This is an optimization exercise on Yosys and OpenROAD, whose aim is small area, a short achievable clock period and few clock cycles per item, not a production implementation. Only simulation tests tie the RTL to the original design; equivalence was not proved. Power and IR drop assume default switching activity.

--- flow/design.v ---
module ahb_ml_mac_acc #(
  parameter int DATA_W  = 16,
  parameter int VEC_LEN = 8,
  parameter int ACC_W   = 40
) (
  input  logic        HCLK,
  input  logic        HRESETn,
  input  logic        HSEL,
  input  logic        HREADY,
  input  logic [1:0]  HTRANS,
  input  logic [2:0]  HSIZE,
  input  logic        HWRITE,
  input  logic [31:0] HADDR,
  input  logic [31:0] HWDATA,
  output logic        HREADYOUT,
  output logic [1:0]  HRESP,
  output logic [31:0] HRDATA,
  output logic        IRQ
);
  localparam int SW = 35;    
  logic [DATA_W-1:0] x_q [VEC_LEN];
  logic [DATA_W-1:0] w_q [VEC_LEN];
  logic [VEC_LEN-1:0] vx_q, vw_q;
  logic [3:0]  len_q;
  logic [3:0]  eff_q;
  logic        ie_q, done_q, busy_q, cap_q, restart_q, kill_q, rz_q;
  logic        rz_next;
  logic        hold_a, hold_b;
  logic [2:0]  kx_q, kw_q;
  logic [SW-1:0] s_q;
  logic [SW-1:0] r_q;
  logic       sel;
  logic       a_ctrl_n, a_len_n, a_lo_n, a_hi_n, a_x_n, a_w_n;
  logic       t_ctrl, t_len, t_lo, t_hi, t_x, t_w, t_xr, t_wr, wr_q;
  logic [2:0] j_q;
  logic [VEC_LEN-1:0] vx_next, vw_next;
  assign sel      = HSEL & HREADY & HTRANS[1];
  assign a_ctrl_n = sel & (HADDR[7:0] == 8'h00);
  assign a_len_n  = sel & (HADDR[7:0] == 8'h04);
  assign a_lo_n   = sel & (HADDR[7:0] == 8'h08);
  assign a_hi_n   = sel & (HADDR[7:0] == 8'h0C);
  assign a_x_n    = sel & (HADDR[7:5] == 3'b010) & (HADDR[1:0] == 2'b00);
  assign a_w_n    = sel & (HADDR[7:5] == 3'b100) & (HADDR[1:0] == 2'b00);
  always_ff @(posedge HCLK or negedge HRESETn) begin
    if (!HRESETn) begin
      t_ctrl <= 1'b0;
      t_len  <= 1'b0;
      t_lo   <= 1'b0;
      t_hi   <= 1'b0;
      t_x    <= 1'b0;
      t_w    <= 1'b0;
      t_xr   <= 1'b0;
      t_wr   <= 1'b0;
      wr_q   <= 1'b0;
      j_q    <= '0;
    end else begin
      t_ctrl <= a_ctrl_n;
      t_len  <= a_len_n;
      t_lo   <= a_lo_n & ~rz_next;
      t_hi   <= a_hi_n & ~rz_next;
      t_x    <= a_x_n;
      t_w    <= a_w_n;
      t_xr   <= a_x_n & vx_next[HADDR[4:2]];
      t_wr   <= a_w_n & vw_next[HADDR[4:2]];
      wr_q   <= HWRITE;
      j_q    <= HADDR[4:2];
    end
  end
  logic        ctrl_we, clear_go, start_go, caught_up;
  logic        wx, ww, wop, len_we, restart;
  logic [3:0]  len_wr;
  logic        len_big;
  assign ctrl_we   = wr_q & t_ctrl;
  assign clear_go  = ctrl_we & HWDATA[1];
  assign start_go  = ctrl_we & HWDATA[0] & ~HWDATA[1] & ~busy_q;
  assign caught_up = (eff_q == len_q) & ~restart_q;
  assign wx     = wr_q & t_x & ~busy_q;
  assign ww     = wr_q & t_w & ~busy_q;
  assign wop    = wx | ww;
  assign len_we = wr_q & t_len & ~busy_q;
  assign len_big = (|HWDATA[31:4]) | (HWDATA[3] & (|HWDATA[2:0]));
  assign len_wr  = len_big ? 4'd8 : HWDATA[3:0];
  always_comb begin
    for (int i = 0; i < VEC_LEN; i++) begin
      vx_next[i] = vx_q[i] | (wx & (j_q == 3'(i)));
      vw_next[i] = vw_q[i] | (ww & (j_q == 3'(i)));
    end
  end
  always_ff @(posedge HCLK) begin
    for (int i = 0; i < VEC_LEN; i++) begin
      if (wx & (j_q == 3'(i)))
        x_q[i] <= HWDATA[DATA_W-1:0];
      if (ww & (j_q == 3'(i)))
        w_q[i] <= HWDATA[DATA_W-1:0];
    end
  end
  always_ff @(posedge HCLK or negedge HRESETn) begin
    if (!HRESETn) begin
      vx_q  <= '0;
      vw_q  <= '0;
      len_q <= '0;
      ie_q  <= 1'b0;
    end else begin
      vx_q <= vx_next;
      vw_q <= vw_next;
      if (len_we)
        len_q <= len_wr;
      if (ctrl_we)
        ie_q <= HWDATA[2];
    end
  end
  logic [DATA_W-1:0] xk, wk;
  logic [2:0]  ei;
  logic        step_full, take_a, take_b, step, v1_next;
  logic [DATA_W-1:0] a_in, b_in;
  logic [3:0]  eff_inc, eff_next;
  assign xk = x_q[kx_q];
  assign wk = w_q[kw_q];
  assign restart   = (wop & ({1'b0, j_q} < eff_q)) | restart_q;
  assign step_full = ~busy_q & ~len_we &
                     (restart ? (wop & (j_q == 3'd0) & (len_q != 4'd0))
                              : ((eff_q < len_q) & (kx_q == eff_q[2:0]) &
                                 (kw_q == eff_q[2:0])));
  assign take_a    = busy_q & ~hold_a & (eff_q < len_q) & (kx_q == eff_q[2:0]);
  assign take_b    = busy_q & ~hold_b & (eff_q < len_q) & (kw_q == eff_q[2:0]);
  assign step      = step_full | ((hold_a | take_a) & (hold_b | take_b));
  assign ei      = restart ? 3'd0 : eff_q[2:0];
  assign v1_next = step & (wx | vx_q[ei]) & (ww | vw_q[ei]);
  assign a_in = wop ? HWDATA[DATA_W-1:0] : xk;
  assign b_in = ww ? xk : wk;
  assign eff_inc  = eff_q + 4'd1;
  assign eff_next = restart ? {3'd0, step} : (step ? eff_inc : eff_q);
  logic [DATA_W-1:0] a1_q, b1_q;
  logic              v1_q;
  logic [SW-1:0]     ms, mc, ps_q, pc_q;
  logic [SW-1:0]     s_next;
  always_ff @(posedge HCLK) begin
    if (step_full | take_a)
      a1_q <= a_in;
    if (step_full | take_b)
      b1_q <= b_in;
  end
  mac_booth_csa u_mul (.en(v1_q), .a(a1_q), .b(b1_q), .s(ms), .c(mc));
  assign s_next = s_q + ps_q + pc_q;
  always_ff @(posedge HCLK) begin
    ps_q <= ms;
    pc_q <= mc;
    s_q  <= kill_q ? '0 : s_next;
  end
  always_ff @(posedge HCLK or negedge HRESETn) begin
    if (!HRESETn) begin
      v1_q      <= 1'b0;
      eff_q     <= '0;
      restart_q <= 1'b0;
      kill_q    <= 1'b1;
      hold_a    <= 1'b0;
      hold_b    <= 1'b0;
    end else begin
      v1_q      <= v1_next;
      eff_q     <= eff_next;
      restart_q <= len_we & ~restart_q & (len_wr < eff_q);
      kill_q    <= restart;
      if (step | ~busy_q) begin
        hold_a <= 1'b0;
        hold_b <= 1'b0;
      end else begin
        hold_a <= hold_a | take_a;
        hold_b <= hold_b | take_b;
      end
    end
  end
  logic busy_next;
  assign busy_next = ~clear_go & (start_go | busy_q) & ~caught_up;
  assign rz_next   = clear_go | (rz_q & ~cap_q);
  always_ff @(posedge HCLK) begin
    if (cap_q & ~clear_go)
      r_q <= s_next;
  end
  always_ff @(posedge HCLK or negedge HRESETn) begin
    if (!HRESETn) begin
      busy_q <= 1'b0;
      done_q <= 1'b0;
      cap_q  <= 1'b0;
      rz_q   <= 1'b1;
      kx_q   <= '0;
      kw_q   <= '0;
    end else begin
      busy_q <= busy_next;
      cap_q  <= ~clear_go & (start_go | busy_q) & caught_up;
      if (clear_go)
        done_q <= 1'b0;
      else if (start_go | busy_q)
        done_q <= caught_up;
      rz_q   <= rz_next;
      kx_q <= (a_x_n | (a_w_n & ~busy_q)) ? HADDR[4:2] : eff_next[2:0];
      kw_q <= (a_w_n | (a_x_n & ~busy_q)) ? HADDR[4:2] : eff_next[2:0];
    end
  end
  assign HRDATA = ({32{t_ctrl}} & {28'd0, 1'b0, ie_q, done_q, busy_q}) |
                  ({32{t_len}}  & {28'd0, len_q}) |
                  ({32{t_lo}}   & r_q[31:0]) |
                  ({32{t_hi}}   & {{29{r_q[SW-1]}}, r_q[SW-1:32]}) |
                  ({32{t_xr}}   & {{16{xk[DATA_W-1]}}, xk}) |
                  ({32{t_wr}}   & {{16{wk[DATA_W-1]}}, wk});
  assign HREADYOUT = 1'b1;
  assign HRESP     = 2'b00;
  assign IRQ       = done_q & ie_q;
  logic unused_ok;
  assign unused_ok = ^{HSIZE, HTRANS[0], HADDR[31:8]};
endmodule
module mac_booth_csa (
  input  logic        en,
  input  logic [15:0] a,
  input  logic [15:0] b,
  output logic [34:0] s,
  output logic [34:0] c
);
  logic [7:0] neg, one, two;
  logic pp0_0;
  logic pp0_1;
  logic pp0_2;
  logic pp0_3;
  logic pp0_4;
  logic pp0_5;
  logic pp0_6;
  logic pp0_7;
  logic pp0_8;
  logic pp0_9;
  logic pp0_10;
  logic pp0_11;
  logic pp0_12;
  logic pp0_13;
  logic pp0_14;
  logic pp0_15;
  logic pp0_16;
  logic pp0_17;
  logic pp0_17n;
  logic pp1_0;
  logic pp1_1;
  logic pp1_2;
  logic pp1_3;
  logic pp1_4;
  logic pp1_5;
  logic pp1_6;
  logic pp1_7;
  logic pp1_8;
  logic pp1_9;
  logic pp1_10;
  logic pp1_11;
  logic pp1_12;
  logic pp1_13;
  logic pp1_14;
  logic pp1_15;
  logic pp1_16;
  logic pp1_17;
  logic pp1_17n;
  logic pp2_0;
  logic pp2_1;
  logic pp2_2;
  logic pp2_3;
  logic pp2_4;
  logic pp2_5;
  logic pp2_6;
  logic pp2_7;
  logic pp2_8;
  logic pp2_9;
  logic pp2_10;
  logic pp2_11;
  logic pp2_12;
  logic pp2_13;
  logic pp2_14;
  logic pp2_15;
  logic pp2_16;
  logic pp2_17;
  logic pp2_17n;
  logic pp3_0;
  logic pp3_1;
  logic pp3_2;
  logic pp3_3;
  logic pp3_4;
  logic pp3_5;
  logic pp3_6;
  logic pp3_7;
  logic pp3_8;
  logic pp3_9;
  logic pp3_10;
  logic pp3_11;
  logic pp3_12;
  logic pp3_13;
  logic pp3_14;
  logic pp3_15;
  logic pp3_16;
  logic pp3_17;
  logic pp3_17n;
  logic pp4_0;
  logic pp4_1;
  logic pp4_2;
  logic pp4_3;
  logic pp4_4;
  logic pp4_5;
  logic pp4_6;
  logic pp4_7;
  logic pp4_8;
  logic pp4_9;
  logic pp4_10;
  logic pp4_11;
  logic pp4_12;
  logic pp4_13;
  logic pp4_14;
  logic pp4_15;
  logic pp4_16;
  logic pp4_17;
  logic pp4_17n;
  logic pp5_0;
  logic pp5_1;
  logic pp5_2;
  logic pp5_3;
  logic pp5_4;
  logic pp5_5;
  logic pp5_6;
  logic pp5_7;
  logic pp5_8;
  logic pp5_9;
  logic pp5_10;
  logic pp5_11;
  logic pp5_12;
  logic pp5_13;
  logic pp5_14;
  logic pp5_15;
  logic pp5_16;
  logic pp5_17;
  logic pp5_17n;
  logic pp6_0;
  logic pp6_1;
  logic pp6_2;
  logic pp6_3;
  logic pp6_4;
  logic pp6_5;
  logic pp6_6;
  logic pp6_7;
  logic pp6_8;
  logic pp6_9;
  logic pp6_10;
  logic pp6_11;
  logic pp6_12;
  logic pp6_13;
  logic pp6_14;
  logic pp6_15;
  logic pp6_16;
  logic pp6_17;
  logic pp6_17n;
  logic pp7_0;
  logic pp7_1;
  logic pp7_2;
  logic pp7_3;
  logic pp7_4;
  logic pp7_5;
  logic pp7_6;
  logic pp7_7;
  logic pp7_8;
  logic pp7_9;
  logic pp7_10;
  logic pp7_11;
  logic pp7_12;
  logic pp7_13;
  logic pp7_14;
  logic pp7_15;
  logic pp7_16;
  logic pp7_17;
  logic pp7_17n;
  logic s1;
  logic c2;
  logic s3;
  logic c4;
  logic s5;
  logic c6;
  logic s7;
  logic c8;
  logic s9;
  logic c10;
  logic s11;
  logic c12;
  logic s13;
  logic c14;
  logic s15;
  logic c16;
  logic s17;
  logic c18;
  logic s19;
  logic c20;
  logic s21;
  logic c22;
  logic s23;
  logic c24;
  logic s25;
  logic c26;
  logic s27;
  logic c28;
  logic s29;
  logic c30;
  logic s31;
  logic c32;
  logic s33;
  logic c34;
  logic s35;
  logic c36;
  logic s37;
  logic c38;
  logic s39;
  logic c40;
  logic s41;
  logic c42;
  logic s43;
  logic c44;
  logic s45;
  logic c46;
  logic s47;
  logic c48;
  logic s49;
  logic c50;
  logic s51;
  logic c52;
  logic s53;
  logic c54;
  logic s55;
  logic c56;
  logic s57;
  logic c58;
  logic s59;
  logic c60;
  logic s61;
  logic c62;
  logic s63;
  logic c64;
  logic s65;
  logic c66;
  logic s67;
  logic c68;
  logic s69;
  logic c70;
  logic s71;
  logic c72;
  logic s73;
  logic c74;
  logic s75;
  logic c76;
  logic s77;
  logic c78;
  logic s79;
  logic c80;
  logic s81;
  logic c82;
  logic s83;
  logic c84;
  logic s85;
  logic c86;
  logic s87;
  logic c88;
  logic s89;
  logic c90;
  logic s91;
  logic c92;
  logic s93;
  logic c94;
  logic s95;
  logic c96;
  logic s97;
  logic c98;
  logic s99;
  logic c100;
  logic s101;
  logic c102;
  logic s103;
  logic c104;
  logic s105;
  logic c106;
  logic s107;
  logic c108;
  logic s109;
  logic c110;
  logic s111;
  logic c112;
  logic s113;
  logic c114;
  logic s115;
  logic c116;
  logic s117;
  logic c118;
  logic s119;
  logic c120;
  logic s121;
  logic c122;
  logic s123;
  logic c124;
  logic s125;
  logic c126;
  logic s127;
  logic c128;
  logic s129;
  logic c130;
  logic s131;
  logic c132;
  logic s133;
  logic c134;
  logic s135;
  logic c136;
  logic s137;
  logic c138;
  logic s139;
  logic c140;
  logic s141;
  logic c142;
  logic s143;
  logic c144;
  logic s145;
  logic c146;
  logic s147;
  logic c148;
  logic s149;
  logic c150;
  logic s151;
  logic c152;
  logic s153;
  logic c154;
  logic s155;
  logic c156;
  logic s157;
  logic c158;
  logic s159;
  logic c160;
  logic s161;
  logic c162;
  logic s163;
  logic c164;
  logic s165;
  logic c166;
  logic s167;
  logic c168;
  logic s169;
  logic c170;
  logic s171;
  logic c172;
  logic s173;
  logic c174;
  logic s175;
  logic c176;
  logic s177;
  logic c178;
  logic s179;
  logic c180;
  logic s181;
  logic c182;
  logic s183;
  logic c184;
  logic s185;
  logic c186;
  logic s187;
  logic c188;
  logic s189;
  logic c190;
  logic s191;
  logic c192;
  logic s193;
  logic c194;
  logic s195;
  logic c196;
  logic s197;
  logic c198;
  logic s199;
  logic c200;
  logic s201;
  logic c202;
  logic s203;
  logic c204;
  logic s205;
  logic c206;
  logic s207;
  logic c208;
  logic s209;
  logic c210;
  logic s211;
  logic c212;
  logic s213;
  logic c214;
  logic s215;
  logic c216;
  logic s217;
  logic c218;
  logic s219;
  logic c220;
  logic s221;
  logic c222;
  logic s223;
  logic c224;
  logic s225;
  logic c226;
  logic s227;
  logic c228;
  logic s229;
  logic c230;
  logic s231;
  logic c232;
  logic s233;
  logic c234;
  logic s235;
  logic c236;
  logic s237;
  logic c238;
  assign neg[0] = en & b[1];
  assign one[0] = en & (b[0] ^ 1'b0);
  assign two[0] = en & ((b[1] & ~b[0] & ~1'b0) | (~b[1] & b[0] & 1'b0));
  assign neg[1] = en & b[3];
  assign one[1] = en & (b[2] ^ b[1]);
  assign two[1] = en & ((b[3] & ~b[2] & ~b[1]) | (~b[3] & b[2] & b[1]));
  assign neg[2] = en & b[5];
  assign one[2] = en & (b[4] ^ b[3]);
  assign two[2] = en & ((b[5] & ~b[4] & ~b[3]) | (~b[5] & b[4] & b[3]));
  assign neg[3] = en & b[7];
  assign one[3] = en & (b[6] ^ b[5]);
  assign two[3] = en & ((b[7] & ~b[6] & ~b[5]) | (~b[7] & b[6] & b[5]));
  assign neg[4] = en & b[9];
  assign one[4] = en & (b[8] ^ b[7]);
  assign two[4] = en & ((b[9] & ~b[8] & ~b[7]) | (~b[9] & b[8] & b[7]));
  assign neg[5] = en & b[11];
  assign one[5] = en & (b[10] ^ b[9]);
  assign two[5] = en & ((b[11] & ~b[10] & ~b[9]) | (~b[11] & b[10] & b[9]));
  assign neg[6] = en & b[13];
  assign one[6] = en & (b[12] ^ b[11]);
  assign two[6] = en & ((b[13] & ~b[12] & ~b[11]) | (~b[13] & b[12] & b[11]));
  assign neg[7] = en & b[15];
  assign one[7] = en & (b[14] ^ b[13]);
  assign two[7] = en & ((b[15] & ~b[14] & ~b[13]) | (~b[15] & b[14] & b[13]));
  assign pp0_0 = ((one[0] & a[0]) | (two[0] & 1'b0)) ^ neg[0];
  assign pp0_1 = ((one[0] & a[1]) | (two[0] & a[0])) ^ neg[0];
  assign pp0_2 = ((one[0] & a[2]) | (two[0] & a[1])) ^ neg[0];
  assign pp0_3 = ((one[0] & a[3]) | (two[0] & a[2])) ^ neg[0];
  assign pp0_4 = ((one[0] & a[4]) | (two[0] & a[3])) ^ neg[0];
  assign pp0_5 = ((one[0] & a[5]) | (two[0] & a[4])) ^ neg[0];
  assign pp0_6 = ((one[0] & a[6]) | (two[0] & a[5])) ^ neg[0];
  assign pp0_7 = ((one[0] & a[7]) | (two[0] & a[6])) ^ neg[0];
  assign pp0_8 = ((one[0] & a[8]) | (two[0] & a[7])) ^ neg[0];
  assign pp0_9 = ((one[0] & a[9]) | (two[0] & a[8])) ^ neg[0];
  assign pp0_10 = ((one[0] & a[10]) | (two[0] & a[9])) ^ neg[0];
  assign pp0_11 = ((one[0] & a[11]) | (two[0] & a[10])) ^ neg[0];
  assign pp0_12 = ((one[0] & a[12]) | (two[0] & a[11])) ^ neg[0];
  assign pp0_13 = ((one[0] & a[13]) | (two[0] & a[12])) ^ neg[0];
  assign pp0_14 = ((one[0] & a[14]) | (two[0] & a[13])) ^ neg[0];
  assign pp0_15 = ((one[0] & a[15]) | (two[0] & a[14])) ^ neg[0];
  assign pp0_16 = ((one[0] & a[15]) | (two[0] & a[15])) ^ neg[0];
  assign pp0_17 = ((one[0] & a[15]) | (two[0] & a[15])) ^ neg[0];
  assign pp0_17n = ~pp0_17;
  assign pp1_0 = ((one[1] & a[0]) | (two[1] & 1'b0)) ^ neg[1];
  assign pp1_1 = ((one[1] & a[1]) | (two[1] & a[0])) ^ neg[1];
  assign pp1_2 = ((one[1] & a[2]) | (two[1] & a[1])) ^ neg[1];
  assign pp1_3 = ((one[1] & a[3]) | (two[1] & a[2])) ^ neg[1];
  assign pp1_4 = ((one[1] & a[4]) | (two[1] & a[3])) ^ neg[1];
  assign pp1_5 = ((one[1] & a[5]) | (two[1] & a[4])) ^ neg[1];
  assign pp1_6 = ((one[1] & a[6]) | (two[1] & a[5])) ^ neg[1];
  assign pp1_7 = ((one[1] & a[7]) | (two[1] & a[6])) ^ neg[1];
  assign pp1_8 = ((one[1] & a[8]) | (two[1] & a[7])) ^ neg[1];
  assign pp1_9 = ((one[1] & a[9]) | (two[1] & a[8])) ^ neg[1];
  assign pp1_10 = ((one[1] & a[10]) | (two[1] & a[9])) ^ neg[1];
  assign pp1_11 = ((one[1] & a[11]) | (two[1] & a[10])) ^ neg[1];
  assign pp1_12 = ((one[1] & a[12]) | (two[1] & a[11])) ^ neg[1];
  assign pp1_13 = ((one[1] & a[13]) | (two[1] & a[12])) ^ neg[1];
  assign pp1_14 = ((one[1] & a[14]) | (two[1] & a[13])) ^ neg[1];
  assign pp1_15 = ((one[1] & a[15]) | (two[1] & a[14])) ^ neg[1];
  assign pp1_16 = ((one[1] & a[15]) | (two[1] & a[15])) ^ neg[1];
  assign pp1_17 = ((one[1] & a[15]) | (two[1] & a[15])) ^ neg[1];
  assign pp1_17n = ~pp1_17;
  assign pp2_0 = ((one[2] & a[0]) | (two[2] & 1'b0)) ^ neg[2];
  assign pp2_1 = ((one[2] & a[1]) | (two[2] & a[0])) ^ neg[2];
  assign pp2_2 = ((one[2] & a[2]) | (two[2] & a[1])) ^ neg[2];
  assign pp2_3 = ((one[2] & a[3]) | (two[2] & a[2])) ^ neg[2];
  assign pp2_4 = ((one[2] & a[4]) | (two[2] & a[3])) ^ neg[2];
  assign pp2_5 = ((one[2] & a[5]) | (two[2] & a[4])) ^ neg[2];
  assign pp2_6 = ((one[2] & a[6]) | (two[2] & a[5])) ^ neg[2];
  assign pp2_7 = ((one[2] & a[7]) | (two[2] & a[6])) ^ neg[2];
  assign pp2_8 = ((one[2] & a[8]) | (two[2] & a[7])) ^ neg[2];
  assign pp2_9 = ((one[2] & a[9]) | (two[2] & a[8])) ^ neg[2];
  assign pp2_10 = ((one[2] & a[10]) | (two[2] & a[9])) ^ neg[2];
  assign pp2_11 = ((one[2] & a[11]) | (two[2] & a[10])) ^ neg[2];
  assign pp2_12 = ((one[2] & a[12]) | (two[2] & a[11])) ^ neg[2];
  assign pp2_13 = ((one[2] & a[13]) | (two[2] & a[12])) ^ neg[2];
  assign pp2_14 = ((one[2] & a[14]) | (two[2] & a[13])) ^ neg[2];
  assign pp2_15 = ((one[2] & a[15]) | (two[2] & a[14])) ^ neg[2];
  assign pp2_16 = ((one[2] & a[15]) | (two[2] & a[15])) ^ neg[2];
  assign pp2_17 = ((one[2] & a[15]) | (two[2] & a[15])) ^ neg[2];
  assign pp2_17n = ~pp2_17;
  assign pp3_0 = ((one[3] & a[0]) | (two[3] & 1'b0)) ^ neg[3];
  assign pp3_1 = ((one[3] & a[1]) | (two[3] & a[0])) ^ neg[3];
  assign pp3_2 = ((one[3] & a[2]) | (two[3] & a[1])) ^ neg[3];
  assign pp3_3 = ((one[3] & a[3]) | (two[3] & a[2])) ^ neg[3];
  assign pp3_4 = ((one[3] & a[4]) | (two[3] & a[3])) ^ neg[3];
  assign pp3_5 = ((one[3] & a[5]) | (two[3] & a[4])) ^ neg[3];
  assign pp3_6 = ((one[3] & a[6]) | (two[3] & a[5])) ^ neg[3];
  assign pp3_7 = ((one[3] & a[7]) | (two[3] & a[6])) ^ neg[3];
  assign pp3_8 = ((one[3] & a[8]) | (two[3] & a[7])) ^ neg[3];
  assign pp3_9 = ((one[3] & a[9]) | (two[3] & a[8])) ^ neg[3];
  assign pp3_10 = ((one[3] & a[10]) | (two[3] & a[9])) ^ neg[3];
  assign pp3_11 = ((one[3] & a[11]) | (two[3] & a[10])) ^ neg[3];
  assign pp3_12 = ((one[3] & a[12]) | (two[3] & a[11])) ^ neg[3];
  assign pp3_13 = ((one[3] & a[13]) | (two[3] & a[12])) ^ neg[3];
  assign pp3_14 = ((one[3] & a[14]) | (two[3] & a[13])) ^ neg[3];
  assign pp3_15 = ((one[3] & a[15]) | (two[3] & a[14])) ^ neg[3];
  assign pp3_16 = ((one[3] & a[15]) | (two[3] & a[15])) ^ neg[3];
  assign pp3_17 = ((one[3] & a[15]) | (two[3] & a[15])) ^ neg[3];
  assign pp3_17n = ~pp3_17;
  assign pp4_0 = ((one[4] & a[0]) | (two[4] & 1'b0)) ^ neg[4];
  assign pp4_1 = ((one[4] & a[1]) | (two[4] & a[0])) ^ neg[4];
  assign pp4_2 = ((one[4] & a[2]) | (two[4] & a[1])) ^ neg[4];
  assign pp4_3 = ((one[4] & a[3]) | (two[4] & a[2])) ^ neg[4];
  assign pp4_4 = ((one[4] & a[4]) | (two[4] & a[3])) ^ neg[4];
  assign pp4_5 = ((one[4] & a[5]) | (two[4] & a[4])) ^ neg[4];
  assign pp4_6 = ((one[4] & a[6]) | (two[4] & a[5])) ^ neg[4];
  assign pp4_7 = ((one[4] & a[7]) | (two[4] & a[6])) ^ neg[4];
  assign pp4_8 = ((one[4] & a[8]) | (two[4] & a[7])) ^ neg[4];
  assign pp4_9 = ((one[4] & a[9]) | (two[4] & a[8])) ^ neg[4];
  assign pp4_10 = ((one[4] & a[10]) | (two[4] & a[9])) ^ neg[4];
  assign pp4_11 = ((one[4] & a[11]) | (two[4] & a[10])) ^ neg[4];
  assign pp4_12 = ((one[4] & a[12]) | (two[4] & a[11])) ^ neg[4];
  assign pp4_13 = ((one[4] & a[13]) | (two[4] & a[12])) ^ neg[4];
  assign pp4_14 = ((one[4] & a[14]) | (two[4] & a[13])) ^ neg[4];
  assign pp4_15 = ((one[4] & a[15]) | (two[4] & a[14])) ^ neg[4];
  assign pp4_16 = ((one[4] & a[15]) | (two[4] & a[15])) ^ neg[4];
  assign pp4_17 = ((one[4] & a[15]) | (two[4] & a[15])) ^ neg[4];
  assign pp4_17n = ~pp4_17;
  assign pp5_0 = ((one[5] & a[0]) | (two[5] & 1'b0)) ^ neg[5];
  assign pp5_1 = ((one[5] & a[1]) | (two[5] & a[0])) ^ neg[5];
  assign pp5_2 = ((one[5] & a[2]) | (two[5] & a[1])) ^ neg[5];
  assign pp5_3 = ((one[5] & a[3]) | (two[5] & a[2])) ^ neg[5];
  assign pp5_4 = ((one[5] & a[4]) | (two[5] & a[3])) ^ neg[5];
  assign pp5_5 = ((one[5] & a[5]) | (two[5] & a[4])) ^ neg[5];
  assign pp5_6 = ((one[5] & a[6]) | (two[5] & a[5])) ^ neg[5];
  assign pp5_7 = ((one[5] & a[7]) | (two[5] & a[6])) ^ neg[5];
  assign pp5_8 = ((one[5] & a[8]) | (two[5] & a[7])) ^ neg[5];
  assign pp5_9 = ((one[5] & a[9]) | (two[5] & a[8])) ^ neg[5];
  assign pp5_10 = ((one[5] & a[10]) | (two[5] & a[9])) ^ neg[5];
  assign pp5_11 = ((one[5] & a[11]) | (two[5] & a[10])) ^ neg[5];
  assign pp5_12 = ((one[5] & a[12]) | (two[5] & a[11])) ^ neg[5];
  assign pp5_13 = ((one[5] & a[13]) | (two[5] & a[12])) ^ neg[5];
  assign pp5_14 = ((one[5] & a[14]) | (two[5] & a[13])) ^ neg[5];
  assign pp5_15 = ((one[5] & a[15]) | (two[5] & a[14])) ^ neg[5];
  assign pp5_16 = ((one[5] & a[15]) | (two[5] & a[15])) ^ neg[5];
  assign pp5_17 = ((one[5] & a[15]) | (two[5] & a[15])) ^ neg[5];
  assign pp5_17n = ~pp5_17;
  assign pp6_0 = ((one[6] & a[0]) | (two[6] & 1'b0)) ^ neg[6];
  assign pp6_1 = ((one[6] & a[1]) | (two[6] & a[0])) ^ neg[6];
  assign pp6_2 = ((one[6] & a[2]) | (two[6] & a[1])) ^ neg[6];
  assign pp6_3 = ((one[6] & a[3]) | (two[6] & a[2])) ^ neg[6];
  assign pp6_4 = ((one[6] & a[4]) | (two[6] & a[3])) ^ neg[6];
  assign pp6_5 = ((one[6] & a[5]) | (two[6] & a[4])) ^ neg[6];
  assign pp6_6 = ((one[6] & a[6]) | (two[6] & a[5])) ^ neg[6];
  assign pp6_7 = ((one[6] & a[7]) | (two[6] & a[6])) ^ neg[6];
  assign pp6_8 = ((one[6] & a[8]) | (two[6] & a[7])) ^ neg[6];
  assign pp6_9 = ((one[6] & a[9]) | (two[6] & a[8])) ^ neg[6];
  assign pp6_10 = ((one[6] & a[10]) | (two[6] & a[9])) ^ neg[6];
  assign pp6_11 = ((one[6] & a[11]) | (two[6] & a[10])) ^ neg[6];
  assign pp6_12 = ((one[6] & a[12]) | (two[6] & a[11])) ^ neg[6];
  assign pp6_13 = ((one[6] & a[13]) | (two[6] & a[12])) ^ neg[6];
  assign pp6_14 = ((one[6] & a[14]) | (two[6] & a[13])) ^ neg[6];
  assign pp6_15 = ((one[6] & a[15]) | (two[6] & a[14])) ^ neg[6];
  assign pp6_16 = ((one[6] & a[15]) | (two[6] & a[15])) ^ neg[6];
  assign pp6_17 = ((one[6] & a[15]) | (two[6] & a[15])) ^ neg[6];
  assign pp6_17n = ~pp6_17;
  assign pp7_0 = ((one[7] & a[0]) | (two[7] & 1'b0)) ^ neg[7];
  assign pp7_1 = ((one[7] & a[1]) | (two[7] & a[0])) ^ neg[7];
  assign pp7_2 = ((one[7] & a[2]) | (two[7] & a[1])) ^ neg[7];
  assign pp7_3 = ((one[7] & a[3]) | (two[7] & a[2])) ^ neg[7];
  assign pp7_4 = ((one[7] & a[4]) | (two[7] & a[3])) ^ neg[7];
  assign pp7_5 = ((one[7] & a[5]) | (two[7] & a[4])) ^ neg[7];
  assign pp7_6 = ((one[7] & a[6]) | (two[7] & a[5])) ^ neg[7];
  assign pp7_7 = ((one[7] & a[7]) | (two[7] & a[6])) ^ neg[7];
  assign pp7_8 = ((one[7] & a[8]) | (two[7] & a[7])) ^ neg[7];
  assign pp7_9 = ((one[7] & a[9]) | (two[7] & a[8])) ^ neg[7];
  assign pp7_10 = ((one[7] & a[10]) | (two[7] & a[9])) ^ neg[7];
  assign pp7_11 = ((one[7] & a[11]) | (two[7] & a[10])) ^ neg[7];
  assign pp7_12 = ((one[7] & a[12]) | (two[7] & a[11])) ^ neg[7];
  assign pp7_13 = ((one[7] & a[13]) | (two[7] & a[12])) ^ neg[7];
  assign pp7_14 = ((one[7] & a[14]) | (two[7] & a[13])) ^ neg[7];
  assign pp7_15 = ((one[7] & a[15]) | (two[7] & a[14])) ^ neg[7];
  assign pp7_16 = ((one[7] & a[15]) | (two[7] & a[15])) ^ neg[7];
  assign pp7_17 = ((one[7] & a[15]) | (two[7] & a[15])) ^ neg[7];
  assign pp7_17n = ~pp7_17;
  assign s1 = pp0_10 ^ pp1_8;
  assign c2 = pp0_10 & pp1_8;
  assign s3 = pp0_11 ^ pp1_9;
  assign c4 = pp0_11 & pp1_9;
  assign s5 = pp0_12 ^ pp1_10 ^ pp2_8;
  assign c6 = (pp0_12 & pp1_10) | (pp0_12 & pp2_8) | (pp1_10 & pp2_8);
  assign s7 = pp3_6 ^ pp4_4;
  assign c8 = pp3_6 & pp4_4;
  assign s9 = pp0_13 ^ pp1_11 ^ pp2_9;
  assign c10 = (pp0_13 & pp1_11) | (pp0_13 & pp2_9) | (pp1_11 & pp2_9);
  assign s11 = pp3_7 ^ pp4_5;
  assign c12 = pp3_7 & pp4_5;
  assign s13 = pp0_14 ^ pp1_12 ^ pp2_10;
  assign c14 = (pp0_14 & pp1_12) | (pp0_14 & pp2_10) | (pp1_12 & pp2_10);
  assign s15 = pp3_8 ^ pp4_6 ^ pp5_4;
  assign c16 = (pp3_8 & pp4_6) | (pp3_8 & pp5_4) | (pp4_6 & pp5_4);
  assign s17 = pp6_2 ^ pp7_0;
  assign c18 = pp6_2 & pp7_0;
  assign s19 = pp0_15 ^ pp1_13 ^ pp2_11;
  assign c20 = (pp0_15 & pp1_13) | (pp0_15 & pp2_11) | (pp1_13 & pp2_11);
  assign s21 = pp3_9 ^ pp4_7 ^ pp5_5;
  assign c22 = (pp3_9 & pp4_7) | (pp3_9 & pp5_5) | (pp4_7 & pp5_5);
  assign s23 = pp6_3 ^ pp7_1;
  assign c24 = pp6_3 & pp7_1;
  assign s25 = pp0_16 ^ pp1_14 ^ pp2_12;
  assign c26 = (pp0_16 & pp1_14) | (pp0_16 & pp2_12) | (pp1_14 & pp2_12);
  assign s27 = pp3_10 ^ pp4_8 ^ pp5_6;
  assign c28 = (pp3_10 & pp4_8) | (pp3_10 & pp5_6) | (pp4_8 & pp5_6);
  assign s29 = pp6_4 ^ pp7_2;
  assign c30 = pp6_4 & pp7_2;
  assign s31 = 1'b1 ^ pp0_17n ^ pp1_15;
  assign c32 = (1'b1 & pp0_17n) | (1'b1 & pp1_15) | (pp0_17n & pp1_15);
  assign s33 = pp2_13 ^ pp3_11 ^ pp4_9;
  assign c34 = (pp2_13 & pp3_11) | (pp2_13 & pp4_9) | (pp3_11 & pp4_9);
  assign s35 = pp5_7 ^ pp6_5 ^ pp7_3;
  assign c36 = (pp5_7 & pp6_5) | (pp5_7 & pp7_3) | (pp6_5 & pp7_3);
  assign s37 = 1'b1 ^ pp1_16 ^ pp2_14;
  assign c38 = (1'b1 & pp1_16) | (1'b1 & pp2_14) | (pp1_16 & pp2_14);
  assign s39 = pp3_12 ^ pp4_10 ^ pp5_8;
  assign c40 = (pp3_12 & pp4_10) | (pp3_12 & pp5_8) | (pp4_10 & pp5_8);
  assign s41 = pp6_6 ^ pp7_4;
  assign c42 = pp6_6 & pp7_4;
  assign s43 = pp1_17n ^ pp2_15 ^ pp3_13;
  assign c44 = (pp1_17n & pp2_15) | (pp1_17n & pp3_13) | (pp2_15 & pp3_13);
  assign s45 = pp4_11 ^ pp5_9 ^ pp6_7;
  assign c46 = (pp4_11 & pp5_9) | (pp4_11 & pp6_7) | (pp5_9 & pp6_7);
  assign s47 = 1'b1 ^ pp2_16 ^ pp3_14;
  assign c48 = (1'b1 & pp2_16) | (1'b1 & pp3_14) | (pp2_16 & pp3_14);
  assign s49 = pp4_12 ^ pp5_10;
  assign c50 = pp4_12 & pp5_10;
  assign s51 = pp2_17n ^ pp3_15 ^ pp4_13;
  assign c52 = (pp2_17n & pp3_15) | (pp2_17n & pp4_13) | (pp3_15 & pp4_13);
  assign s53 = 1'b1 ^ pp3_16;
  assign c54 = 1'b1 & pp3_16;
  assign s55 = pp0_6 ^ pp1_4;
  assign c56 = pp0_6 & pp1_4;
  assign s57 = pp0_7 ^ pp1_5;
  assign c58 = pp0_7 & pp1_5;
  assign s59 = pp0_8 ^ pp1_6 ^ pp2_4;
  assign c60 = (pp0_8 & pp1_6) | (pp0_8 & pp2_4) | (pp1_6 & pp2_4);
  assign s61 = pp3_2 ^ pp4_0;
  assign c62 = pp3_2 & pp4_0;
  assign s63 = pp0_9 ^ pp1_7 ^ pp2_5;
  assign c64 = (pp0_9 & pp1_7) | (pp0_9 & pp2_5) | (pp1_7 & pp2_5);
  assign s65 = pp3_3 ^ pp4_1;
  assign c66 = pp3_3 & pp4_1;
  assign s67 = s1 ^ pp2_6 ^ pp3_4;
  assign c68 = (s1 & pp2_6) | (s1 & pp3_4) | (pp2_6 & pp3_4);
  assign s69 = pp4_2 ^ pp5_0 ^ neg[5];
  assign c70 = (pp4_2 & pp5_0) | (pp4_2 & neg[5]) | (pp5_0 & neg[5]);
  assign s71 = c2 ^ s3 ^ pp2_7;
  assign c72 = (c2 & s3) | (c2 & pp2_7) | (s3 & pp2_7);
  assign s73 = pp3_5 ^ pp4_3 ^ pp5_1;
  assign c74 = (pp3_5 & pp4_3) | (pp3_5 & pp5_1) | (pp4_3 & pp5_1);
  assign s75 = c4 ^ s5 ^ s7;
  assign c76 = (c4 & s5) | (c4 & s7) | (s5 & s7);
  assign s77 = pp5_2 ^ pp6_0 ^ neg[6];
  assign c78 = (pp5_2 & pp6_0) | (pp5_2 & neg[6]) | (pp6_0 & neg[6]);
  assign s79 = c6 ^ c8 ^ s9;
  assign c80 = (c6 & c8) | (c6 & s9) | (c8 & s9);
  assign s81 = s11 ^ pp5_3 ^ pp6_1;
  assign c82 = (s11 & pp5_3) | (s11 & pp6_1) | (pp5_3 & pp6_1);
  assign s83 = c10 ^ c12 ^ s13;
  assign c84 = (c10 & c12) | (c10 & s13) | (c12 & s13);
  assign s85 = s15 ^ s17 ^ neg[7];
  assign c86 = (s15 & s17) | (s15 & neg[7]) | (s17 & neg[7]);
  assign s87 = c14 ^ c16 ^ c18;
  assign c88 = (c14 & c16) | (c14 & c18) | (c16 & c18);
  assign s89 = s19 ^ s21 ^ s23;
  assign c90 = (s19 & s21) | (s19 & s23) | (s21 & s23);
  assign s91 = c20 ^ c22 ^ c24;
  assign c92 = (c20 & c22) | (c20 & c24) | (c22 & c24);
  assign s93 = s25 ^ s27 ^ s29;
  assign c94 = (s25 & s27) | (s25 & s29) | (s27 & s29);
  assign s95 = c26 ^ c28 ^ c30;
  assign c96 = (c26 & c28) | (c26 & c30) | (c28 & c30);
  assign s97 = s31 ^ s33 ^ s35;
  assign c98 = (s31 & s33) | (s31 & s35) | (s33 & s35);
  assign s99 = c32 ^ c34 ^ c36;
  assign c100 = (c32 & c34) | (c32 & c36) | (c34 & c36);
  assign s101 = s37 ^ s39 ^ s41;
  assign c102 = (s37 & s39) | (s37 & s41) | (s39 & s41);
  assign s103 = c38 ^ c40 ^ c42;
  assign c104 = (c38 & c40) | (c38 & c42) | (c40 & c42);
  assign s105 = s43 ^ s45 ^ pp7_5;
  assign c106 = (s43 & s45) | (s43 & pp7_5) | (s45 & pp7_5);
  assign s107 = c44 ^ c46 ^ s47;
  assign c108 = (c44 & c46) | (c44 & s47) | (c46 & s47);
  assign s109 = s49 ^ pp6_8 ^ pp7_6;
  assign c110 = (s49 & pp6_8) | (s49 & pp7_6) | (pp6_8 & pp7_6);
  assign s111 = c48 ^ c50 ^ s51;
  assign c112 = (c48 & c50) | (c48 & s51) | (c50 & s51);
  assign s113 = pp5_11 ^ pp6_9 ^ pp7_7;
  assign c114 = (pp5_11 & pp6_9) | (pp5_11 & pp7_7) | (pp6_9 & pp7_7);
  assign s115 = c52 ^ s53 ^ pp4_14;
  assign c116 = (c52 & s53) | (c52 & pp4_14) | (s53 & pp4_14);
  assign s117 = pp5_12 ^ pp6_10 ^ pp7_8;
  assign c118 = (pp5_12 & pp6_10) | (pp5_12 & pp7_8) | (pp6_10 & pp7_8);
  assign s119 = c54 ^ pp3_17n ^ pp4_15;
  assign c120 = (c54 & pp3_17n) | (c54 & pp4_15) | (pp3_17n & pp4_15);
  assign s121 = pp5_13 ^ pp6_11 ^ pp7_9;
  assign c122 = (pp5_13 & pp6_11) | (pp5_13 & pp7_9) | (pp6_11 & pp7_9);
  assign s123 = 1'b1 ^ pp4_16 ^ pp5_14;
  assign c124 = (1'b1 & pp4_16) | (1'b1 & pp5_14) | (pp4_16 & pp5_14);
  assign s125 = pp6_12 ^ pp7_10;
  assign c126 = pp6_12 & pp7_10;
  assign s127 = pp4_17n ^ pp5_15 ^ pp6_13;
  assign c128 = (pp4_17n & pp5_15) | (pp4_17n & pp6_13) | (pp5_15 & pp6_13);
  assign s129 = 1'b1 ^ pp5_16;
  assign c130 = 1'b1 & pp5_16;
  assign s131 = pp0_4 ^ pp1_2;
  assign c132 = pp0_4 & pp1_2;
  assign s133 = pp0_5 ^ pp1_3;
  assign c134 = pp0_5 & pp1_3;
  assign s135 = s55 ^ pp2_2 ^ pp3_0;
  assign c136 = (s55 & pp2_2) | (s55 & pp3_0) | (pp2_2 & pp3_0);
  assign s137 = c56 ^ s57 ^ pp2_3;
  assign c138 = (c56 & s57) | (c56 & pp2_3) | (s57 & pp2_3);
  assign s139 = c58 ^ s59 ^ s61;
  assign c140 = (c58 & s59) | (c58 & s61) | (s59 & s61);
  assign s141 = c60 ^ c62 ^ s63;
  assign c142 = (c60 & c62) | (c60 & s63) | (c62 & s63);
  assign s143 = c64 ^ c66 ^ s67;
  assign c144 = (c64 & c66) | (c64 & s67) | (c66 & s67);
  assign s145 = c68 ^ c70 ^ s71;
  assign c146 = (c68 & c70) | (c68 & s71) | (c70 & s71);
  assign s147 = c72 ^ c74 ^ s75;
  assign c148 = (c72 & c74) | (c72 & s75) | (c74 & s75);
  assign s149 = c76 ^ c78 ^ s79;
  assign c150 = (c76 & c78) | (c76 & s79) | (c78 & s79);
  assign s151 = c80 ^ c82 ^ s83;
  assign c152 = (c80 & c82) | (c80 & s83) | (c82 & s83);
  assign s153 = c84 ^ c86 ^ s87;
  assign c154 = (c84 & c86) | (c84 & s87) | (c86 & s87);
  assign s155 = c88 ^ c90 ^ s91;
  assign c156 = (c88 & c90) | (c88 & s91) | (c90 & s91);
  assign s157 = c92 ^ c94 ^ s95;
  assign c158 = (c92 & c94) | (c92 & s95) | (c94 & s95);
  assign s159 = c96 ^ c98 ^ s99;
  assign c160 = (c96 & c98) | (c96 & s99) | (c98 & s99);
  assign s161 = c100 ^ c102 ^ s103;
  assign c162 = (c100 & c102) | (c100 & s103) | (c102 & s103);
  assign s163 = c104 ^ c106 ^ s107;
  assign c164 = (c104 & c106) | (c104 & s107) | (c106 & s107);
  assign s165 = c108 ^ c110 ^ s111;
  assign c166 = (c108 & c110) | (c108 & s111) | (c110 & s111);
  assign s167 = c112 ^ c114 ^ s115;
  assign c168 = (c112 & c114) | (c112 & s115) | (c114 & s115);
  assign s169 = c116 ^ c118 ^ s119;
  assign c170 = (c116 & c118) | (c116 & s119) | (c118 & s119);
  assign s171 = c120 ^ c122 ^ s123;
  assign c172 = (c120 & c122) | (c120 & s123) | (c122 & s123);
  assign s173 = c124 ^ c126 ^ s127;
  assign c174 = (c124 & c126) | (c124 & s127) | (c126 & s127);
  assign s175 = c128 ^ s129 ^ pp6_14;
  assign c176 = (c128 & s129) | (c128 & pp6_14) | (s129 & pp6_14);
  assign s177 = c130 ^ pp5_17n ^ pp6_15;
  assign c178 = (c130 & pp5_17n) | (c130 & pp6_15) | (pp5_17n & pp6_15);
  assign s179 = 1'b1 ^ pp6_16;
  assign c180 = 1'b1 & pp6_16;
  assign s181 = pp0_2 ^ pp1_0;
  assign c182 = pp0_2 & pp1_0;
  assign s183 = pp0_3 ^ pp1_1;
  assign c184 = pp0_3 & pp1_1;
  assign s185 = s131 ^ pp2_0 ^ neg[2];
  assign c186 = (s131 & pp2_0) | (s131 & neg[2]) | (pp2_0 & neg[2]);
  assign s187 = c132 ^ s133 ^ pp2_1;
  assign c188 = (c132 & s133) | (c132 & pp2_1) | (s133 & pp2_1);
  assign s189 = c134 ^ s135 ^ neg[3];
  assign c190 = (c134 & s135) | (c134 & neg[3]) | (s135 & neg[3]);
  assign s191 = c136 ^ s137 ^ pp3_1;
  assign c192 = (c136 & s137) | (c136 & pp3_1) | (s137 & pp3_1);
  assign s193 = c138 ^ s139 ^ neg[4];
  assign c194 = (c138 & s139) | (c138 & neg[4]) | (s139 & neg[4]);
  assign s195 = c140 ^ s141 ^ s65;
  assign c196 = (c140 & s141) | (c140 & s65) | (s141 & s65);
  assign s197 = c142 ^ s143 ^ s69;
  assign c198 = (c142 & s143) | (c142 & s69) | (s143 & s69);
  assign s199 = c144 ^ s145 ^ s73;
  assign c200 = (c144 & s145) | (c144 & s73) | (s145 & s73);
  assign s201 = c146 ^ s147 ^ s77;
  assign c202 = (c146 & s147) | (c146 & s77) | (s147 & s77);
  assign s203 = c148 ^ s149 ^ s81;
  assign c204 = (c148 & s149) | (c148 & s81) | (s149 & s81);
  assign s205 = c150 ^ s151 ^ s85;
  assign c206 = (c150 & s151) | (c150 & s85) | (s151 & s85);
  assign s207 = c152 ^ s153 ^ s89;
  assign c208 = (c152 & s153) | (c152 & s89) | (s153 & s89);
  assign s209 = c154 ^ s155 ^ s93;
  assign c210 = (c154 & s155) | (c154 & s93) | (s155 & s93);
  assign s211 = c156 ^ s157 ^ s97;
  assign c212 = (c156 & s157) | (c156 & s97) | (s157 & s97);
  assign s213 = c158 ^ s159 ^ s101;
  assign c214 = (c158 & s159) | (c158 & s101) | (s159 & s101);
  assign s215 = c160 ^ s161 ^ s105;
  assign c216 = (c160 & s161) | (c160 & s105) | (s161 & s105);
  assign s217 = c162 ^ s163 ^ s109;
  assign c218 = (c162 & s163) | (c162 & s109) | (s163 & s109);
  assign s219 = c164 ^ s165 ^ s113;
  assign c220 = (c164 & s165) | (c164 & s113) | (s165 & s113);
  assign s221 = c166 ^ s167 ^ s117;
  assign c222 = (c166 & s167) | (c166 & s117) | (s167 & s117);
  assign s223 = c168 ^ s169 ^ s121;
  assign c224 = (c168 & s169) | (c168 & s121) | (s169 & s121);
  assign s225 = c170 ^ s171 ^ s125;
  assign c226 = (c170 & s171) | (c170 & s125) | (s171 & s125);
  assign s227 = c172 ^ s173 ^ pp7_11;
  assign c228 = (c172 & s173) | (c172 & pp7_11) | (s173 & pp7_11);
  assign s229 = c174 ^ s175 ^ pp7_12;
  assign c230 = (c174 & s175) | (c174 & pp7_12) | (s175 & pp7_12);
  assign s231 = c176 ^ s177 ^ pp7_13;
  assign c232 = (c176 & s177) | (c176 & pp7_13) | (s177 & pp7_13);
  assign s233 = c178 ^ s179 ^ pp7_14;
  assign c234 = (c178 & s179) | (c178 & pp7_14) | (s179 & pp7_14);
  assign s235 = c180 ^ pp6_17n ^ pp7_15;
  assign c236 = (c180 & pp6_17n) | (c180 & pp7_15) | (pp6_17n & pp7_15);
  assign s237 = 1'b1 ^ pp7_16;
  assign c238 = 1'b1 & pp7_16;
  assign s[0] = pp0_0;
  assign c[0] = neg[0];
  assign s[1] = pp0_1;
  assign c[1] = 1'b0;
  assign s[2] = s181;
  assign c[2] = neg[1];
  assign s[3] = c182;
  assign c[3] = s183;
  assign s[4] = c184;
  assign c[4] = s185;
  assign s[5] = c186;
  assign c[5] = s187;
  assign s[6] = c188;
  assign c[6] = s189;
  assign s[7] = c190;
  assign c[7] = s191;
  assign s[8] = c192;
  assign c[8] = s193;
  assign s[9] = c194;
  assign c[9] = s195;
  assign s[10] = c196;
  assign c[10] = s197;
  assign s[11] = c198;
  assign c[11] = s199;
  assign s[12] = c200;
  assign c[12] = s201;
  assign s[13] = c202;
  assign c[13] = s203;
  assign s[14] = c204;
  assign c[14] = s205;
  assign s[15] = c206;
  assign c[15] = s207;
  assign s[16] = c208;
  assign c[16] = s209;
  assign s[17] = c210;
  assign c[17] = s211;
  assign s[18] = c212;
  assign c[18] = s213;
  assign s[19] = c214;
  assign c[19] = s215;
  assign s[20] = c216;
  assign c[20] = s217;
  assign s[21] = c218;
  assign c[21] = s219;
  assign s[22] = c220;
  assign c[22] = s221;
  assign s[23] = c222;
  assign c[23] = s223;
  assign s[24] = c224;
  assign c[24] = s225;
  assign s[25] = c226;
  assign c[25] = s227;
  assign s[26] = c228;
  assign c[26] = s229;
  assign s[27] = c230;
  assign c[27] = s231;
  assign s[28] = c232;
  assign c[28] = s233;
  assign s[29] = c234;
  assign c[29] = s235;
  assign s[30] = c236;
  assign c[30] = s237;
  assign s[31] = c238;
  assign c[31] = pp7_17n;
  assign s[32] = 1'b1;
  assign c[32] = 1'b0;
  assign s[33] = 1'b1;
  assign c[33] = 1'b0;
  assign s[34] = 1'b1;
  assign c[34] = 1'b0;
endmodule
--- flow/run.sh ---
#!/bin/bash
# synth_recipe.tcl (not shown) runs the flow's synth.tcl, then flattens the netlist and writes it again
# the make line also repeats each setting of config.mk as NAME=value (left out here)
make -C /OpenROAD-flow-scripts/flow DESIGN_CONFIG=/design/flow/config.mk WORK_HOME=/design/flow/orfs CLKGATE_MAP_FILE= SYNTH_SCRIPT=/design/flow/synth_recipe.tcl finish
--- flow/config.mk ---
export PLATFORM = sky130hd
export DESIGN_NAME = ahb_ml_mac_acc
export DESIGN_NICKNAME = ahb_ml_mac_acc
export VERILOG_FILES = /design/flow/design.v
export SDC_FILE = /design/flow/constraint.sdc
export NUM_CORES = 4
export LEC_CHECK = 0
export ABC_AREA = 1
export CAP_MARGIN = 20
export CORE_MARGIN = 2
export CORE_UTILIZATION = 40
export SLEW_MARGIN = 20
--- flow/constraint.sdc ---
create_clock -name core_clock -period 11.0 [get_ports {HCLK}]
set_input_delay 2.2000 -clock core_clock [delete_from_list [all_inputs] [get_ports {HCLK}]]
set_output_delay 2.2000 -clock core_clock [all_outputs]
set_load 0.01 [all_outputs]
==> summary.txt <==
Power:
- The share of total power dissipated in sequential elements is 0.348.
- The share of total power consumed by net switching is 0.398.
- For this design the static power due to leakage is approximately 12 nW.
- For this design the total switching power over the nets is 2.65 mW.
- The internal power is about 4.0 mW.
- The power density relative to cell area is around 240 nW/um^2.
- The part of the total power dissipated in combinational logic is 0.403.
- The clock power share is 0.248.
- The worst-case IR drop observed on VDD is between 0.1 and 0.15 mV.

Clocking:
- Counting the buffers created by CTS gives 49.
- TritonCTS built the clock tree.
- The tree built by TritonCTS fans out to 472 sinks.
- The hold buffer count at CTS is 0.
- The setup fix buffers added after clock tree synthesis is 0.
- Clock-pin slew was measured on the worst setup and hold paths at about 60 ps.
- For the worst-skew pair, the clock arrives at the later sink with an insertion delay of roughly 600 ps.
- After clock tree synthesis, the repair step resized 0 gates.
- The root buffer selected by CTS is sky130_fd_sc_hd__clkbuf_16.
- The clock tree synthesis step divided the H-tree into 2 levels.
- The number of buffers on the longest clock path is 3.

Timing:
- Static timing analysis puts the maximum clock frequency at around 0.16 GHz.
- The final critical-path share of the clock period is 0.555.
- The number of hold violations in the final report is 0.
- After layout, the worst setup slack is ~4900 ps.
- The headroom to the max-slew limit is 0.318.
- On the final layout, the worst clock skew is approximately 25 ps.
- The final critical delay including setup and external delays is ~6100 ps.
- The count of pins over their slew limit is 0.
- For the final routed database, the setup TNS stands at 0 ps.
- For the pin with the worst max-slew slack, the measured transition is between 1000 and 1500 ps.
- The setup-violating endpoint count in the final report is 0.
- Setup repair after global routing left no endpoint under its margin.

Yosys:
- The synthesized design spends more area on one cell type than any other, namely sky130_fd_sc_hd__edfxtp_1.
- After technology mapping, the gate count stands at ~2400.
- Of all flip-flops after synthesis, the portion carrying an async set or reset was 0.110.
- For this run, the register share of the synthesized area comes to 0.516.
- The number of synthesized flops with an enable pin is approximately 320.
- Synthesis inferred 472 register bits.
- In this run the mean area of a mapped cell was between 10 and 15 um^2.
- The count of cell types in the netlist is 57.
- The most common cell in the synthesized netlist is sky130_fd_sc_hd__nand2_1.
- Sorting the synthesized cells by how often they occur yields 444 x sky130_fd_sc_hd__nand2_1, 323 x sky130_fd_sc_hd__edfxtp_1, 293 x sky130_fd_sc_hd__inv_1.
- The most instantiated flip-flop cell in the synthesis netlist is sky130_fd_sc_hd__edfxtp_1.
- The proportion of netlist area held by the largest area contributor is 0.387.
- The number of warnings reported in the yosys synthesis log is 3.
- By area the synthesized netlist is led by sky130_fd_sc_hd__edfxtp_1 39%, sky130_fd_sc_hd__fa_1 9.4%, sky130_fd_sc_hd__dfxtp_1 7.7%.
- The post-synthesis instance area is ~25000 um^2.

Finish:
- The count of nets after finishing is 2773.
- The synthesis-to-finish area growth is 13.0%.
- 0 antenna diodes ended up in the layout.
- In the final layout, the share of cells above drive strength 1 is 0.0622.

Route:
- The routed layout has between 15000 and 20000 vias.
- The detailed-route wire length per cell is 20.8 um.
- The number of design rule violations left after detail routing is 0.
- The number of vias per cell after detailed routing is between 5 and 6.
- The count of nets left with antenna violations after detail routing is 0.
- The first-pass detailed-route iteration total is 5.
- For this block, the initial DRC count from the detailed router was between 1500 and 2000.
- For this block, the routed nets add up to ~71 mm of wire.

Setup path:
- Broken down by cell family, the worst path's largest delay share belongs to simple AND/OR/NAND/NOR gates.
- The category of the critical setup timing path is register to output port.
- In this run the register-to-register setup slack is around 6300 ps.
- The worst setup path is launched from a register.
- Counting stages on the worst path, the most repeated cell is sky130_fd_sc_hd__nand4_1.
- The category of the worst setup path capture point is an output port.
- Counting buffers and inverters, the worst setup path is 8 cells deep.
- At the worst endpoint, the required time is slightly below 9000 ps.
- The signal on the critical path passes through nand3_1, clkinv_1, a22oi_1, nand4_1, o21ai_1, or2_1, nand4_1, clkdlybuf4s50_1.
- At the worst endpoint, the arrival time is 3910 ps.
- In this run the critical register-to-register path is launched from v1_q.
- The number of buffers and inverters on the critical path is 2.
- The launching instance or port of the critical path is kw_q[1].
- The slowest stage of the critical path belongs to the cell sky130_fd_sc_hd__or2_1.
- The largest single stage delay on the critical path is between 700 and 800 ps.
- The worst register-to-register path has a depth of 10.
- The maximum fanout along the worst path is 17.
- Following the worst setup path forward leads to its endpoint at HRDATA[29].
- In this run the critical register-to-register path is captured at pc_q[18].

GRT:
- Global routing finished with a remaining overflow of 0.
- The overall track demand over capacity in global routing is 0.219.
- The via count of the first global-routing pass is around 18000.
- The wire length of the first global-routing pass is approximately 110 mm.
- Entering global routing, the biggest net connects 53 pins.
- The initial antenna violation count is 0.

Placement:
- The setup slack after placement is 5560 ps.
- Detailed placement ended at an HPWL of about 50 mm.
- The congestion estimate from routability-driven global placement came to around 0.9.
- The port buffer count is slightly below 80.

Floorplanning:
- In this run the horizontal extent of the chip is around 250 um.
- The I/O pin count is 110.
- The initial cell density of the core is 0.406.
- The total die area is ~65000 um^2.
- The floorplan row count is 91.
- Measured along the y axis, the die boundary spans ~250 um.
- The core area is roughly 62000 um^2.

Hold path:
- The worst hold path begins at vw_q[3].
- The type of the worst min-delay path is register to register.

Status:
- The flow ran to the end and the layout has no timing, DRC or antenna violations.

Run:
- The count of maximum capacitance violations is 0.
==> power by group through the flow <==
stage / clock, mW / sequential, mW / combinational, mW
CTS: 1.69 / 2.32 / 2.68
detailed placement: 0 / 2.36 / 2.65
global placement: 0 / 2.36 / 2.62
finish: 1.66 / 2.32 / 2.69
global route: 1.75 / 2.35 / 3.04
floorplan: 0 / 2.29 / 1.88
==> how the worst min path moves through the flow <==
| stage | end | cells past startpoint |
|---|---|---|
| final | vw_q[3] | 2 |
| after CTS | vw_q[3] | 2 |
| after detailed placement | vx_q[3] | 2 |
| after floorplan | rz_q | 1 |
| after global placement | vx_q[3] | 2 |
| after global routing | vw_q[2] | 2 |
==> state kept, by name (all words and copies together), names as in the netlist, 16 cells and up <==
register,cells
a1_q,16
b1_q,16
pc_q,30
ps_q,32
r_q,35
s_q,35
w_q,128
x_q,128
==> logic make-up after synthesis <==
logic type               Yosys count  synth area share
buffers and inverters            407            0.0624
AO/OA/AOI/OAI                    395            0.0945
adder cells (fa/ha/maj)          184             0.127
AND/OR/NAND/NOR                  819             0.141
flip-flops                       472             0.516
XOR/XNOR                         169            0.0590
other                              2          0.000299
==> worst reg2reg max path: stages (launching register included) <==
cell and delay [ps]:
sky130_fd_sc_hd__dfrtp_1 790, sky130_fd_sc_hd__nand2_1 680, sky130_fd_sc_hd__o21ai_0 420, sky130_fd_sc_hd__inv_1 310, sky130_fd_sc_hd__o22ai_1 260, sky130_fd_sc_hd__xor2_1 220, sky130_fd_sc_hd__fa_1 480, sky130_fd_sc_hd__fa_1 460
sky130_fd_sc_hd__fa_1 510, sky130_fd_sc_hd__inv_1 50, sky130_fd_sc_hd__fa_1 440
==> stage by stage <==
| stage | area, um^2 | utilization | power [mW] | hold slack, ps | instances |
|---|---|---|---|---|---|
| after floorplan | 25100 | - | 4.17 | 420 | 2449 |
| after global placement | 26700 | 0.433 | 4.98 | 456 | 3300 |
| after detailed placement | 26700 | 0.433 | 5.01 | 462 | 3300 |
| after CTS | 28300 | 0.458 | 6.69 | 475 | 3392 |
| after global routing | 28400 | 0.459 | 7.14 | 506 | 3393 |
| final | 28400 | 0.459 | 6.67 | 474 | 3393 |
==> per-layer routing <==
layer	share of wire	vias up	track usage	routed length (um)
li1	-	8398	-	-
met1	0.41	8907	0.277	28900
met2	0.48	688	0.371	34200
met3	0.058	160	0.0296	4080
met4	0.048	0	0.106	3360
met5	0	-	0	0
==> area by class of cell <==
class / instances / area, um^2
Inverter: 316 / 1190
Tap cell: 837 / 1050
Clock inverter: 31 / 304
Fill cell: 5716 / 33500
Sequential cell: 472 / 12900
Clock buffer: 61 / 1300
Multi-Input combinational cell: 1570 / 10600
Timing Repair Buffer: 106 / 990
==> layout by cell type (no fill, tap or decap), drive strengths merged, types with 71 or more instances in the layout <==
| cell type | n |
|---|---|
| nand3 | 71 |
| o21ai | 105 |
| nand2 | 453 |
| inv | 320 |
| fa | 118 |
| xor2 | 148 |
| a21oi | 89 |
| dfxtp | 97 |
| edfxtp | 323 |
| o22ai | 125 |
| clkdlybuf4s50 | 77 |
| nor2 | 176 |
Testbench counts, summed over its fixed seeds: cycles 28,076, items 2,000.

-- what the ideal ports hide --
In the flow no input, the clock included, has a driving cell. The finished layout below was timed again as built, in two steps. Step 1: set_driving_cell puts a clkbuf_16 on HCLK and a buf_2 on each other input, an assumption about the parent block. Step 2 adds t to the input delays and takes it off the output delays; t is the mean of the earliest and latest rising clock arrival at the registers after step 1. Input paths then give back, and output paths get back, about the clock's delay inside the block. a / b / c = no drivers / after step 1 / after step 2; a / b = the first two.
t, ns: 0.657
slack for setup (ns): 4.890 / 4.825 / 5.482
cell pins on the clock port's net: 1
After both steps setup and hold are still met in this run. For this run, drivers alone change the setup slack by -0.065 ns; drivers and shift together by +0.592 ns.
